From an optimization exercise on the open Yosys and OpenROAD flow, aimed at small area, a short achievable clock period and few clock cycles per item; shortcuts taken in it are not production practice.
Only simulation tests tie the RTL to the original design; equivalence was not proved.
Power and IR drop assume default switching activity.

==> flow/design.v <==
package sme_pkg;
    localparam int STR_DEPTH = 32;
    localparam int PAT_DEPTH = 8;
    typedef logic [7:0] char_t;
    typedef logic [4:0] str_idx_t;
    typedef logic [5:0] str_len_t;
    typedef logic [3:0] pat_len_t;
    localparam char_t HEAD_ANCHOR = 8'h5e;
    localparam char_t TAIL_ANCHOR = 8'h24;
    localparam char_t WILDCARD    = 8'h2e;
    localparam char_t SEPARATOR   = 8'h5f;
endpackage
module sme_char_store #(
    parameter int DEPTH = sme_pkg::STR_DEPTH
) (
    input  logic                           clk,
    input  logic                           we,
    input  logic [4:0]                     waddr,
    input  sme_pkg::char_t                 wdata,
    output sme_pkg::char_t [DEPTH-1:0]     contents
);
    always_ff @(posedge clk)
    begin
        for (int i = 0; i < DEPTH; i++)
        begin
            if (we && (waddr == 5'(i)))
            begin
                contents[i] <= wdata;
            end
        end
    end
endmodule
module sme_loader (
    input  logic               clk,
    input  logic               reset,
    input  sme_pkg::char_t     chardata,
    input  logic               isstring,
    input  logic               ispattern,
    output logic               str_char,
    output logic               pat_char,
    output sme_pkg::char_t     char_q
);
    always_ff @(posedge clk or posedge reset)
    begin
        if (reset)
        begin
            str_char <= 1'b0;
            pat_char <= 1'b0;
        end
        else
        begin
            str_char <= isstring;
            pat_char <= ispattern && !isstring;
        end
    end
    always_ff @(posedge clk)
    begin
        char_q <= chardata;
    end
endmodule
module sme_matcher (
    input  logic                                     clk,
    input  logic                                     reset,
    input  logic                                     str_char,
    input  logic                                     pat_char,
    input  sme_pkg::char_t                           char_q,
    input  sme_pkg::char_t [sme_pkg::STR_DEPTH-1:0]  str_chars,
    output logic                                     str_we,
    output sme_pkg::str_idx_t                        str_waddr,
    output logic                                     valid,
    output logic                                     match,
    output sme_pkg::str_idx_t                        match_index
);
    typedef enum logic [1:0] {
        R_IDLE,
        R_STRING,
        R_PATTERN,
        R_SLOW
    } run_t;
    run_t               run;
    sme_pkg::str_len_t  slen;
    sme_pkg::pat_len_t  plen;
    logic               head;
    logic               tail;
    logic               late;
    logic [32:0]        fvec;
    logic [31:0]        in_str;
    logic [31:0]        sep;
    logic [31:0]        eqv;
    logic [32:0]        headmask;
    logic [32:0]        tailmask;
    logic [32:0]        endmask;
    logic [32:0]        tail_vec;
    logic [32:0]        res_vec;
    logic               is_head;
    logic               is_tail;
    logic               is_wild;
    logic               in_pat;
    logic [32:0]        f_base;
    sme_pkg::pat_len_t  p_base;
    logic [32:0]        f_shift;
    logic               job_end;
    logic               res_any;
    logic [5:0]         res_pos;
    assign is_head = (char_q == sme_pkg::HEAD_ANCHOR);
    assign is_tail = (char_q == sme_pkg::TAIL_ANCHOR);
    assign is_wild = (char_q == sme_pkg::WILDCARD);
    always_comb
    begin
        for (int j = 0; j < 32; j++)
        begin
            in_str[j] = (6'(j) < slen);
            sep[j]    = (str_chars[j] == sme_pkg::SEPARATOR);
            eqv[j]    = in_str[j] && (is_wild || (str_chars[j] == char_q));
        end
        headmask[0] = 1'b1;
        for (int n = 1; n <= 32; n++)
            headmask[n] = sep[n-1];
        for (int n = 0; n <= 32; n++)
            tailmask[n] = (6'(n) == slen) || ((n < 32) && in_str[n % 32] && sep[n % 32]);
        endmask[0] = 1'b1;
        for (int n = 1; n < 32; n++)
            endmask[n] = (plen != 4'd0) || in_str[n];
        endmask[32] = (plen != 4'd0);
    end
    assign tail_vec = fvec & endmask & (tail ? tailmask : '1);
    assign res_vec  = tail_vec & (late ? headmask : '1);
    always_comb
    begin
        res_any = 1'b0;
        res_pos = '0;
        for (int n = 32; n >= 0; n--)
        begin
            if (res_vec[n])
            begin
                res_any = 1'b1;
                res_pos = 6'(n);
            end
        end
    end
    assign in_pat  = (run == R_PATTERN);
    assign f_base  = in_pat ? fvec : '1;
    assign p_base  = in_pat ? plen : '0;
    assign f_shift = {f_base[31:0] & eqv, 1'b0};
    assign job_end = in_pat && !str_char && !pat_char;
    assign str_we    = str_char && (run != R_SLOW)
                       && ((run != R_STRING) || (slen < 6'd32));
    assign str_waddr = (run == R_STRING) ? slen[4:0] : 5'd0;
    always_ff @(posedge clk or posedge reset)
    begin
        if (reset)
        begin
            run   <= R_IDLE;
            slen  <= '0;
            plen  <= '0;
            head  <= 1'b0;
            tail  <= 1'b0;
            late  <= 1'b0;
            valid <= 1'b0;
        end
        else
        begin
            valid <= 1'b0;
            if (run == R_SLOW)
            begin
                if (plen != 4'd0)
                begin
                    plen <= plen - 4'd1;
                end
                else
                begin
                    valid <= 1'b1;
                    late  <= 1'b0;
                    run   <= R_IDLE;
                end
            end
            else if (str_char)
            begin
                run <= R_STRING;
                if (run != R_STRING)
                    slen <= 6'd1;
                else if (slen < 6'd32)
                    slen <= slen + 6'd1;
            end
            else if (pat_char)
            begin
                run <= R_PATTERN;
                if (!in_pat)
                begin
                    head <= 1'b0;
                    tail <= 1'b0;
                    late <= 1'b0;
                end
                if (is_head)
                begin
                    head <= 1'b1;
                    if (p_base != 4'd0)
                        late <= 1'b1;
                end
                else if (is_tail)
                begin
                    tail <= 1'b1;
                end
                plen <= (!is_head && !is_tail && (p_base < 4'd8)) ? p_base + 4'd1 : p_base;
            end
            else if (job_end)
            begin
                if (late)
                begin
                    tail <= 1'b0;
                    run  <= R_SLOW;
                end
                else
                begin
                    valid <= 1'b1;
                    run   <= R_IDLE;
                end
            end
            else
            begin
                run <= R_IDLE;
            end
        end
    end
    always_ff @(posedge clk)
    begin
        if (run == R_SLOW)
        begin
            if (plen != 4'd0)
                fvec <= {1'b0, fvec[32:1]};
        end
        else if (!str_char && pat_char)
        begin
            if (is_head)
                fvec <= (p_base == 4'd0) ? (f_base & headmask) : f_base;
            else if (is_tail || (p_base == 4'd8))
                fvec <= f_base;
            else
                fvec <= f_shift;
        end
        else if (job_end && late)
        begin
            fvec <= tail_vec;
        end
    end
    always_ff @(posedge clk)
    begin
        match       <= res_any;
        match_index <= res_any ? 5'(res_pos - 6'(plen)) : 5'd0;
    end
endmodule
module sme_top (
    input  logic              clk,
    input  logic              reset,
    input  sme_pkg::char_t    chardata,
    input  logic              isstring,
    input  logic              ispattern,
    output logic              valid,
    output logic              match,
    output sme_pkg::str_idx_t match_index
);
    logic                                    str_char;
    logic                                    pat_char;
    sme_pkg::char_t                          char_q;
    logic                                    str_we;
    sme_pkg::str_idx_t                       str_waddr;
    sme_pkg::char_t [sme_pkg::STR_DEPTH-1:0] str_chars;
    sme_loader loader (
        .clk       (clk),
        .reset     (reset),
        .chardata  (chardata),
        .isstring  (isstring),
        .ispattern (ispattern),
        .str_char  (str_char),
        .pat_char  (pat_char),
        .char_q    (char_q)
    );
    sme_char_store #(
        .DEPTH (sme_pkg::STR_DEPTH)
    ) string_store (
        .clk      (clk),
        .we       (str_we),
        .waddr    (str_waddr),
        .wdata    (char_q),
        .contents (str_chars)
    );
    sme_matcher matcher (
        .clk         (clk),
        .reset       (reset),
        .str_char    (str_char),
        .pat_char    (pat_char),
        .char_q      (char_q),
        .str_chars   (str_chars),
        .str_we      (str_we),
        .str_waddr   (str_waddr),
        .valid       (valid),
        .match       (match),
        .match_index (match_index)
    );
endmodule
==> flow/run.sh <==
#!/bin/bash
# synth_recipe.tcl (not shown) runs the flow's synth.tcl, then flattens the netlist and writes it again
# the make line also repeats each setting of config.mk as NAME=value (left out here)
make -C /OpenROAD-flow-scripts/flow DESIGN_CONFIG=/design/flow/config.mk WORK_HOME=/design/flow/orfs CLKGATE_MAP_FILE= SYNTH_SCRIPT=/design/flow/synth_recipe.tcl finish
==> flow/config.mk <==
export PLATFORM = sky130hd
export DESIGN_NAME = sme_top
export DESIGN_NICKNAME = sme_top
export VERILOG_FILES = /design/flow/design.v
export SDC_FILE = /design/flow/constraint.sdc
export NUM_CORES = 4
export LEC_CHECK = 0
export ABC_CLOCK_PERIOD_IN_PS = 3000
export CAP_MARGIN = 20
export CORE_MARGIN = 2
export CORE_UTILIZATION = 40
export SETUP_SLACK_MARGIN = 4
export SLEW_MARGIN = 20
==> flow/constraint.sdc <==
create_clock -name core_clock -period 7.0 [get_ports {clk}]
set_input_delay 1.4000 -clock core_clock [delete_from_list [all_inputs] [get_ports {clk}]]
set_output_delay 1.4000 -clock core_clock [all_outputs]
set_load 0.01 [all_outputs]
==> results.yml, run 1 <==
run_status:
  outcome: "complete, no violations"
placement:
  place_congestion: 0.9757
  dp_cells: 2120
  numPortBuffers: 18
  dpl.hpwl_mm: 34.18
clocking:
  clock_path_buffers: 3
  cts_root_buf: "clkbuf_16"
  clk_pin_slew_ns: 0.06
  cts.sinks: 320
  cts_buffers: 37
  cts_max_level: 2
  cts_tree: "done"
  insertion_delay_ns: 0.55
setup_path:
  crit_type: "reg -> reg"
  r2r-end: "matcher.match_index[4]"
  cp-start-kind: "register"
  path_cells: "ha_4 > buf_4 > nand3b_1 > o21ai_1 > o2111ai_2 > a21o_1 > or3b_1 > nand4_1 > a31oi_2 > o31ai_2 > a31o_1 > ha_4 > inv_2 > fa_2 > a21o_1 > a21oi_2 > xor2_1 > nor2_1"
  crit_path_end_kind: "register"
  reg2reg_slack_ns: 3.17
  max_stage_delay_ns: 0.53
  crit_path_top_delay_cell: "dfrtp_4"
  cp.arrival_ns: 4.27
  critPathRequiredTime_ns: 7.45
  r2r_start: "matcher.slen[1]"
  path_buf_inv: 2
  reg2regPathDepth: 18
  critPathTopFamily: "compound AO/OA/AOI/OAI gates"
  critPathMaxFanout: 6
power:
  comb_power_share_pct: 35.3
  seqPwrFrac_pct: 37.1
  power.share.switching_pct: 35.20
  clkPwrFrac_pct: 27.7
  netSwitchingPower_uw: 2424
  peakVddDrop_uv: 189.9
  cellPowerDensity_nw_per_um2: 327.7
  p_int_uw: 4463
  total_leakage_power_uw: 0.006796
sta:
  finalSetupViolCount: 0
  relSlewSlack_pct: 35.10
  finClkSkew_ns: 0.01709
  rsz0062_at_grt: "yes"
  fmax_mhz: 261.4
  worst_slew_pin_slew_ns: 0.9711
  finalCritPeriodShare_pct: 54.66
  final.min_clock_period_ns: 3.826
  maxSlewViolCount: 0
  tns_ns: 0
  hold_violations: 0
job:
  drv_cap: 0
final_layout:
  areaGrowthSynthToFinish_pct: 18.44
  instances_no_fill: 2280
  nets: 1682
  final_common_cell: "edfxtp_1"
  fill_cells: 3972
  final_cell_mix: "edfxtp_1, xnor2_1, xor2_1, nand2_1, o21ai_0"
  diodes: 0
  layout-drive-gt1-share_pct: 19.02
floorplan:
  initial_core_util_pct: 40.29
  die_w_um: 214.6
  die-area_um2: 46050
  die_h_um: 214.6
  core_um2: 44030
  boundaryPins: 19
  row_count: 77
synth:
  ys_types: 101
  syn_area_um2: 17740
  ys.flop_type: "edfxtp_1"
  synth_nets: 1613
  synth_edf_count: 289
  avgSynthCellArea_um2: 11.16
  synthArstFlopShare_pct: 5.313
  synth-seq-area-share_pct: 52.90
  postSynthCellCount: 1590
  synth_seq_cells: 320
  ys_warn_count: 3
worst_hold_path:
  hold_depth: 2
  holdPathEnd: "matcher.fvec[21]"
  hold_path_class: "reg -> reg"
  hold_path.startpoint: "matcher.fvec[22]"
detailed_routing:
  drt_wl_total_mm: 54.62
  ant_nets: 0
  num_vias: 13733
  drc: 0
  viasPerCell: 6.023
  first_pass_iters: 5
  wire_per_inst_um: 23.96
  drt_iter0_drc: 1585
global_routing:
  globalRouteTotalUtil_pct: 23.24
  first_global_vias: 13555
  antenna_found_initial: 0
  grt_first_pass_wirelength_mm: 83.22
  grt.overflow.total: 0
  grt_max_degree: 61
sequential cells by signal (all words and copies together) (netlist names):
signal	flops
string_store.contents	256
matcher.plen	4
loader.pat_char	1
matcher.tail	1
matcher.match	1
loader.char_q	8
matcher.run	2
matcher.match_index	5
matcher.slen	6
matcher.valid	1
matcher.fvec	33
matcher.late	1
loader.str_char	1
per-stage QoR:
stage / util, % / power, µW / setup WS, ns / cell area, µm² / hold slack [ns]
floorplan: - / 3899 / 3.443 / 17840 / 0.5176
global placement: 42.06 / 4460 / 2.461 / 18520 / 0.5756
detailed placement: 42.06 / 4475 / 2.386 / 18520 / 0.5793
CTS: 46.84 / 6729 / 3.225 / 20620 / 0.5961
global route: 47.73 / 7188 / 3.091 / 21010 / 0.6227
finish: 47.73 / 6886 / 3.174 / 21010 / 0.5983
worst reg2reg max path, cell delays in order (launching register included):
cell,delay [ns]
dfrtp_4,0.53
ha_4,0.19
buf_4,0.15
nand3b_1,0.14
o21ai_1,0.10
o2111ai_2,0.23
a21o_1,0.14
or3b_1,0.35
nand4_1,0.11
a31oi_2,0.13
o31ai_2,0.28
a31o_1,0.27
ha_4,0.16
inv_2,0.04
fa_2,0.36
a21o_1,0.19
a21oi_2,0.13
xor2_1,0.16
nor2_1,0.06
cells in the mapped netlist, drive strengths merged (7+ instances only):
master   number  share of area (%)
o311ai        7               0.35
nand4        63                2.3
o221ai       30                1.5
xnor2       147                7.3
nor3         19               0.65
o2111ai      18               0.89
nor2        112                2.4
o211ai       11               0.47
dfrtp        17                2.4
o21ai       127                3.6
nor4         34                1.3
xor2        114                5.6
edfxtp      289                 49
a21o          8               0.34
o21a         12               0.51
a221oi        7               0.44
o31ai        14               0.59
nand4bb       8               0.51
nor2b         7               0.25
inv          21               0.44
o22ai        13               0.46
buf          47                1.5
a211oi       10               0.45
nor4bb       11               0.62
and2          7               0.25
a31oi        13               0.49
a21boi        9               0.38
and4         13               0.64
clkbuf       59                1.2
nand3        26               0.73
dfxtp        14                1.6
or4bb        14               0.89
a21oi        68                1.9
nand2       111                2.4
ha           10               0.71
kinds of logic (layout without fill, tap and decap cells):
logic type      Yosys count  after routing  share of synthesized area, %
simple gates            471            473                         15.02
compound gates          396            396                         15.07
flops                   320            320                         52.90
xor+xnor                261            261                         12.89
buf+inv                 129            225                         3.202
fa+ha+maj                11             11                        0.8181
mux                       2              2                        0.1128
layout make-up:
cell class	instances	area, µm²	area share (%)
flip-flops and latches	320	9438	44.91
multi-input cells	1143	8315	39.57
repair buffers	134	1214	5.776
clock buffers	41	983.4	4.680
well taps	592	740.7	3.525
clock inverters	27	229.0	1.090
inverters	23	92.59	0.4406
routing by layer:
layer / global-route usage [%] / up-vias / share of wire (%)
li1: - / 6204 / -
met1: 31.75 / 6786 / 44
met2: 35.53 / 603 / 45
met3: 5.191 / 140 / 7.8
met4: 10.16 / 0 / 3.9
met5: 0 / - / 0
how the worst max path moves through the flow:
stage                          startpoint                      to  slack (ns)  cells after the start
after floorplan           matcher.plen[0]  matcher.match_index[4]        3.44                     18
after global placement    matcher.slen[3]  matcher.match_index[4]        2.46                     15
after detailed placement  matcher.slen[2]  matcher.match_index[4]        2.39                     15
after CTS                 matcher.slen[1]  matcher.match_index[4]        3.23                     17
after global routing      matcher.slen[0]  matcher.match_index[4]        3.09                     19
final                     matcher.slen[1]  matcher.match_index[4]        3.17                     18
repair_timing:
item                                    CTS  global route
pin swaps                                27            29
hold buffers                              0             0
setup buffers                            63            26
endpoints found under the setup margin  128           106
gates cloned                              3             0
resized for setup                        87            45
power by group through the flow:
stage | clock (µW) | sequential [µW] | combinational [µW]
detailed placement | 0 | 2610 | 1860
CTS | 1950 | 2550 | 2230
finish | 1910 | 2550 | 2430
global route | 2020 | 2570 | 2600
global placement | 0 | 2610 | 1850
floorplan | 0 | 2480 | 1420
Testbench counts, summed over its fixed seeds: cycles 41,751, jobs 3,200.
==> run 2, diff against run 1 <==
--- a/flow/config.mk
+++ b/flow/config.mk
@@ -6,8 +6,6 @@
 export NUM_CORES = 4
 export LEC_CHECK = 0
-export ABC_CLOCK_PERIOD_IN_PS = 3000
 export CAP_MARGIN = 20
 export CORE_MARGIN = 2
 export CORE_UTILIZATION = 40
-export SETUP_SLACK_MARGIN = 4
 export SLEW_MARGIN = 20
==> run 2 against run 1 <==
Effect of this change:
- die area is the same
- register-to-register slack got worse by 0.99 ns
- synthesized cell count unchanged
==> results.yml, run 2 <==
run_status:
  outcome: "complete, no violations"
setup_path:
  crit_path_top_delay_cell: "dfrtp_1"
  crit_path_end_kind: "register"
  cp-start-kind: "register"
  max_stage_delay_ns: 0.93
  cp.arrival_ns: 5.24
  critPathRequiredTime_ns: 7.42
  crit_type: "reg -> reg"
  path_cells: "nand2_1 > o21ai_0 > o221ai_1 > or3b_1 > nand4_1 > a31oi_1 > o31ai_1 > a31o_1 > ha_1 > inv_1 > fa_1 > a21o_1 > a21oi_1 > xor2_1 > nor2_1"
  critPathMaxFanout: 28
global_routing:
  antenna_found_initial: 0
  grt_first_pass_wirelength_mm: 80.15
  grt_max_degree: 58
  globalRouteTotalUtil_pct: 22.51
  grt.overflow.total: 0
  first_global_vias: 12929
synth:
  postSynthCellCount: 1590
  ys_top_cells_by_count: "edfxtp_1, xnor2_1, xor2_1, nand2_1, nor2_1"
  synth_nets: 1613
  synth.top_cell.area_share_pct: 48.92
  yosys.area.top_type: "edfxtp_1"
  synthTopCellsByArea: "edfxtp_1, xnor2_1, xor2_1"
  synth_edf_count: 289
  syn_area_um2: 17740
  avgSynthCellArea_um2: 11.16
  yosysMostFrequentCell: "edfxtp_1"
  synthArstFlopShare_pct: 5.313
  ys_warn_count: 3
  synth_seq_cells: 320
  ys.flop_type: "edfxtp_1"
  ys_types: 101
  synth-seq-area-share_pct: 52.90
floorplan:
  row_count: 77
  die-area_um2: 46050
  core_um2: 44030
  initial_core_util_pct: 40.29
  boundaryPins: 19
  die_w_um: 214.6
  die_h_um: 214.6
power:
  comb_power_share_pct: 29.4
  power.share.switching_pct: 34.99
  cellPowerDensity_nw_per_um2: 323.1
  seqPwrFrac_pct: 40.4
  power_uw: 6341
  total_leakage_power_uw: 0.006196
  p_int_uw: 4122
  clkPwrFrac_pct: 30.2
  netSwitchingPower_uw: 2219
  peakVddDrop_uv: 176.1
final_layout:
  largest_reg_flops: 256
  final_cell_mix: "edfxtp_1, xnor2_1, xor2_1, nand2_1, nor2_1"
  fill_cells: 4050
  regMostFlops: "string_store.contents"
  final_common_cell: "edfxtp_1"
  nets: 1589
  areaGrowthSynthToFinish_pct: 10.63
  layout-drive-gt1-share_pct: 8.166
  top_regs: "string_store.contents (256), matcher.fvec (33), loader.char_q (8)"
  multi_input_area_um2: 7825
  diodes: 0
  final-seq-area_um2: 9414
placement:
  place_congestion: 1.013
  dpl.hpwl_mm: 34.90
  numPortBuffers: 18
  dp_slack_ns: 2.361
sta:
  worst_slew_pin_slew_ns: 1.157
  finClkSkew_ns: 0.02625
  hold_violations: 0
  fmax_mhz: 207.6
  relSlewSlack_pct: 22.46
  final.min_clock_period_ns: 4.816
  tns_ns: 0
  rsz0062_at_grt: "no"
  finalSetupViolCount: 0
  final.setup.worst_slack_ns: 2.184
  maxSlewViolCount: 0
  finalCritPeriodShare_pct: 68.80
clocking:
  cts.sinks: 320
  clock_path_buffers: 3
  cts_root_buf: "clkbuf_16"
  cts_max_level: 2
  cts_buffers: 37
  hold_buffers: 0
  insertion_delay_ns: 0.56
  clk_pin_slew_ns: 0.06
  cts.repair.resized: 0
  cts_tree: "done"
  postCtsSetupRepairBufs: 0
detailed_routing:
  viasPerCell: 6.018
  drc: 0
  drt_wl_total_mm: 52.24
  drt_iter0_drc: 1576
  num_vias: 13144
  wire_per_inst_um: 23.92
  ant_nets: 0
  first_pass_iters: 6
worst_hold_path:
  hold_path_class: "reg -> reg"
job:
  drv_cap: 0
[run 2: metrics by stage]
| stage | area [µm²] | hold WS (ns) | instances | utilization (%) |
|---|---|---|---|---|
| after global placement | 18430 | 0.5819 | 2119 | 41.87 |
| after detailed placement | 18430 | 0.5879 | 2119 | 41.87 |
| after CTS | 19630 | 0.5773 | 2184 | 44.58 |
| after floorplan | 17740 | 0.5176 | 1590 | - |
| after global routing | 19630 | 0.6162 | 2184 | 44.58 |
| final | 19630 | 0.5884 | 2184 | 44.58 |
[run 2: area by class of cell]
cell class | count | share of cell area [%]
Sequential cell | 320 | 47.97
Multi-Input combinational cell | 1141 | 39.87
Clock buffer | 47 | 5.119
Tap cell | 592 | 3.774
Timing Repair Buffer | 43 | 1.874
Clock inverter | 18 | 0.9563
Inverter | 23 | 0.4399
[run 2: power groups by stage]
| stage | logic [µW] | registers, µW | clock network, µW |
|---|---|---|---|
| after floorplan | 1350 | 2480 | 0 |
| after global placement | 1810 | 2590 | 0 |
| after detailed placement | 1820 | 2590 | 0 |
| after CTS | 1830 | 2550 | 1960 |
| after global routing | 2020 | 2590 | 2040 |
| final | 1870 | 2560 | 1910 |
[run 2: worst max-delay path, delay by kind of cell (launching register included)]
kind / cells / cell delay, ns
buffers and inverters: 1 / 0.06
flip-flops: 1 / 0.93
AO/OA/AOI/OAI: 7 / 1.69
adder cells (fa/ha/maj): 2 / 0.56
XOR/XNOR: 1 / 0.17
AND/OR/NAND/NOR: 4 / 1.27
[run 2: path summary, 6_finish.rpt]
| kind | endpoint | from | slack, ns | depth (start not counted) |
|---|---|---|---|---|
| hold / removal | matcher.fvec[21] | matcher.fvec[22] | 0.59 | 2 |
| hold reg to reg | matcher.fvec[21] | matcher.fvec[22] | 0.59 | 2 |
| max in group asynchronous | matcher.slen[0] | reset | 5.18 | 2 |
| setup / recovery | matcher.match_index[4] | matcher.slen[3] | 2.18 | 15 |
| min in group asynchronous | matcher.slen[1] | reset | 1.32 | 2 |
| setup reg to reg | matcher.match_index[4] | matcher.slen[3] | 2.18 | 15 |
[run 2: logic make-up after synthesis]
kind of cell | Yosys count | synth area share (%)
and+or+nand+nor | 471 | 15.02
AOI/OAI and AO/OA | 396 | 15.07
DFF | 320 | 52.90
xor gates and xnor gates | 261 | 12.89
buffers and inverters | 129 | 3.202
adders and majority gates | 11 | 0.8181
muxes | 2 | 0.1128
[run 2: layer usage]
layer  part of all wire (%)  routed length [µm]  up-vias  global-route usage [%]
met5                      0                   0        -                       0
met2                     45               23650      521                   34.89
met4                    2.8                1470        0                   7.731
met3                    6.8                3572       99                   4.482
met1                     45               23550     6518                   31.53
li1                       -                   -     6006                       -
==> run 3, diff against run 2 <==
--- a/flow/config.mk
+++ b/flow/config.mk
@@ -6,6 +6,8 @@
 export NUM_CORES = 4
 export LEC_CHECK = 0
+export ABC_CLOCK_PERIOD_IN_PS = 2500
 export CAP_MARGIN = 20
 export CORE_MARGIN = 2
 export CORE_UTILIZATION = 40
+export SETUP_SLACK_MARGIN = 4.5
 export SLEW_MARGIN = 20
==> run 3 against run 2 <==
Effect of this change:
- still clean on timing, DRC and antenna
- core utilization increased by 6.2 points
- sequential power about the same
- worst hold slack improved by 0.053 ns
- sequential share of layout area decreased by 5.7 points
- critical path type unchanged
- largest power group is now combinational cells
==> results.yml, run 3 <==
run_status:
  outcome: "complete, no violations"
synth:
  ys_types: 101
  ys_warn_count: 3
  syn_area_um2: 17740
  ys.flop_type: "edfxtp_1"
  postSynthCellCount: 1590
  synth_edf_count: 289
  yosysMostFrequentCell: "edfxtp_1"
  synth_seq_cells: 320
  synthTopCellsByArea: "edfxtp_1, xnor2_1, xor2_1"
  avgSynthCellArea_um2: 11.16
  ys_top_cells_by_count: "edfxtp_1, xnor2_1, xor2_1, nand2_1, nor2_1"
  synth_nets: 1613
  synthArstFlopShare_pct: 5.313
  synth.top_cell.area_share_pct: 48.92
  synth-seq-area-share_pct: 52.90
  yosys.area.top_type: "edfxtp_1"
sta:
  fmax_mhz: 259.9
  rsz0062_at_grt: "yes"
  final.min_clock_period_ns: 3.848
  finClkSkew_ns: 0.02496
  tns_ns: 0
  finalSetupViolCount: 0
  hold_violations: 0
  finalCritPeriodShare_pct: 54.96
  whs_ns: 0.6415
  worst_slew_pin_slew_ns: 1.081
  relSlewSlack_pct: 27.84
  maxSlewViolCount: 0
setup_path:
  critPathMaxFanout: 14
  reg2regPathDepth: 15
  critPathRequiredTime_ns: 7.45
  cp-start-kind: "register"
  cp.arrival_ns: 4.29
  r2r_start: "matcher.slen[2]"
  startpoint: "matcher.slen[2]"
  crit_type: "reg -> reg"
  reg2reg_slack_ns: 3.15
  r2r-end: "matcher.match_index[4]"
  crit_path_end_kind: "register"
placement:
  numPortBuffers: 18
  dpl.hpwl_mm: 34.75
  place_congestion: 1.007
clocking:
  clk_pin_slew_ns: 0.07
  cts_tree: "done"
  cts.sinks: 320
  insertion_delay_ns: 0.57
  cts_root_buf: "clkbuf_16"
  clock_path_buffers: 3
  cts_max_level: 2
  cts_buffers: 38
  hold_buffers: 0
final_layout:
  final_common_cell: "edfxtp_1"
  diodes: 0
  final-seq-area_um2: 9437
  regMostFlops: "string_store.contents"
  layout-drive-gt1-share_pct: 26.56
  top_regs: "string_store.contents (256), matcher.fvec (33), loader.char_q (8)"
  areaGrowthSynthToFinish_pct: 25.94
  final_cell_mix: "edfxtp_1, xnor2_1, buf_4, xor2_1, nand2_1"
  multi_input_area_um2: 9010
  fill_cells: 3778
  nets: 1746
  largest_reg_flops: 256
worst_hold_path:
  hold_depth: 2
  holdPathEnd: "matcher.fvec[13]"
  hold_path_class: "reg -> reg"
  hold_path.startpoint: "matcher.fvec[14]"
floorplan:
  die-area_um2: 46050
  row_count: 77
  core_um2: 44030
  boundaryPins: 19
  die_h_um: 214.6
  die_w_um: 214.6
  initial_core_util_pct: 40.29
detailed_routing:
  drt_iter0_drc: 1776
  wire_per_inst_um: 25.67
  viasPerCell: 6.244
  drt_wl_total_mm: 60.14
  ant_nets: 0
  first_pass_iters: 6
  num_vias: 14630
  drc: 0
global_routing:
  grt.overflow.total: 0
  grt_first_pass_wirelength_mm: 89.17
  antenna_found_initial: 1
  first_global_vias: 14047
  globalRouteTotalUtil_pct: 25.50
  grt_max_degree: 59
power:
  cellPowerDensity_nw_per_um2: 325.9
  peakVddDrop_uv: 224.2
  total_leakage_power_uw: 0.007260
job:
  drv_cap: 0
-- run 3: critical path: stages (launching register included) --
cell	delay, ns
dfrtp_4	0.53
or2_4	0.39
a21o_1	0.26
a222oi_1	0.37
buf_4	0.22
nor2b_4	0.05
a311o_1	0.27
o31ai_2	0.32
a31o_1	0.27
ha_4	0.15
inv_2	0.04
fa_2	0.33
a21o_1	0.19
a21oi_2	0.12
xor2_1	0.15
nor2_1	0.06
-- run 3: cell type report --
type	instances	share of cell area, %
multi-input combinational	1151	40.33
clock buffer	46	4.486
sequential	320	42.24
timing repair buffer	189	8.098
inverter	23	0.4424
tap	592	3.315
clock inverter	22	1.098
-- run 3: where the power goes --
group	total, µW	switching, µW	leakage (µW)	internal [µW]
Clock	1980	806	0.000609	1180
Sequential	2540	208	0.00294	2330
Combinational	2760	1630	0.00371	1130
Total	7280	2640	0.00726	4640
-- run 3: worst max path at each step --
stage                                   to  slack [ns]  cells past startpoint
floorplan           matcher.match_index[4]        3.50                     18
global placement    matcher.match_index[4]        2.55                     15
detailed placement  matcher.match_index[4]        2.41                     15
CTS                 matcher.match_index[4]        3.32                     17
global route        matcher.match_index[4]        3.09                     18
finish              matcher.match_index[4]        3.15                     15
-- run 3: stage by stage --
stage          util (%)  total power, µW  setup WS, ns  area (µm²)  instances
5_1_grt           50.75             7551         3.086       22340       2343
4_1_cts           49.33             7040         3.324       21720       2314
3_3_place_gp      42.37             4525         2.553       18660       2117
6_report          50.75             7283         3.152       22340       2343
2_1_floorplan         -             3953         3.497       18120       1590
3_5_place_dp      42.39             4534         2.407       18660       2117
-- run 3: kinds of logic after synthesis --
kind of cell | synth area share, %
fa+ha+maj | 0.8181
compound gates | 15.07
xor+xnor | 12.89
flops | 52.90
buf+inv | 3.202
simple gates | 15.02
mux | 0.1128
-- run 3: metal layers --
| layer | global-route usage, % | part of all wire (%) | up-vias |
|---|---|---|---|
| met5 | 0 | 0 | - |
| met4 | 11.88 | 4.8 | 0 |
| met3 | 4.879 | 10 | 226 |
| met2 | 38.48 | 44 | 918 |
| met1 | 35.49 | 41 | 7146 |
| li1 | - | - | 6340 |
-- run 3: timing repair --
| item | 4_1_cts | 5_1_grt |
|---|---|---|
| gates resized for setup | 207 | 91 |
| pin swaps | 55 | 45 |
| cloned | 9 | 1 |
| setup buffers | 120 | 28 |
| setup endpoints to repair | 329 | 274 |

## what the ideal ports hide
Ports are ideal in the flow. The routed layouts listed here were re-timed in OpenROAD. Step 1 sets driving cells, clkbuf_16 on the clock port and buf_2 on the other inputs (assumed; they add their load-dependent delay and slew). Step 2, shift: input delay + t, output delay - t, t = (earliest + latest rising clock arrival at the registers) / 2. This alone moves slack from input paths to output paths. Three values: no drivers, after step 1, after step 2; two values: the first two.
run | t, ns | slack for setup (ns) | worst setup path at the end | worst slew at a driven data input, ns
run 1 | 0.603 | 3.174 / 3.174 / 3.174 | register to register | 0.04
run 2 | 0.605 | 2.184 / 2.184 / 2.184 | register to register | 0.03
run 3 | 0.615 | 3.152 / 3.152 / 3.152 | register to register | 0.04
After both steps setup and hold are still met in every run listed.
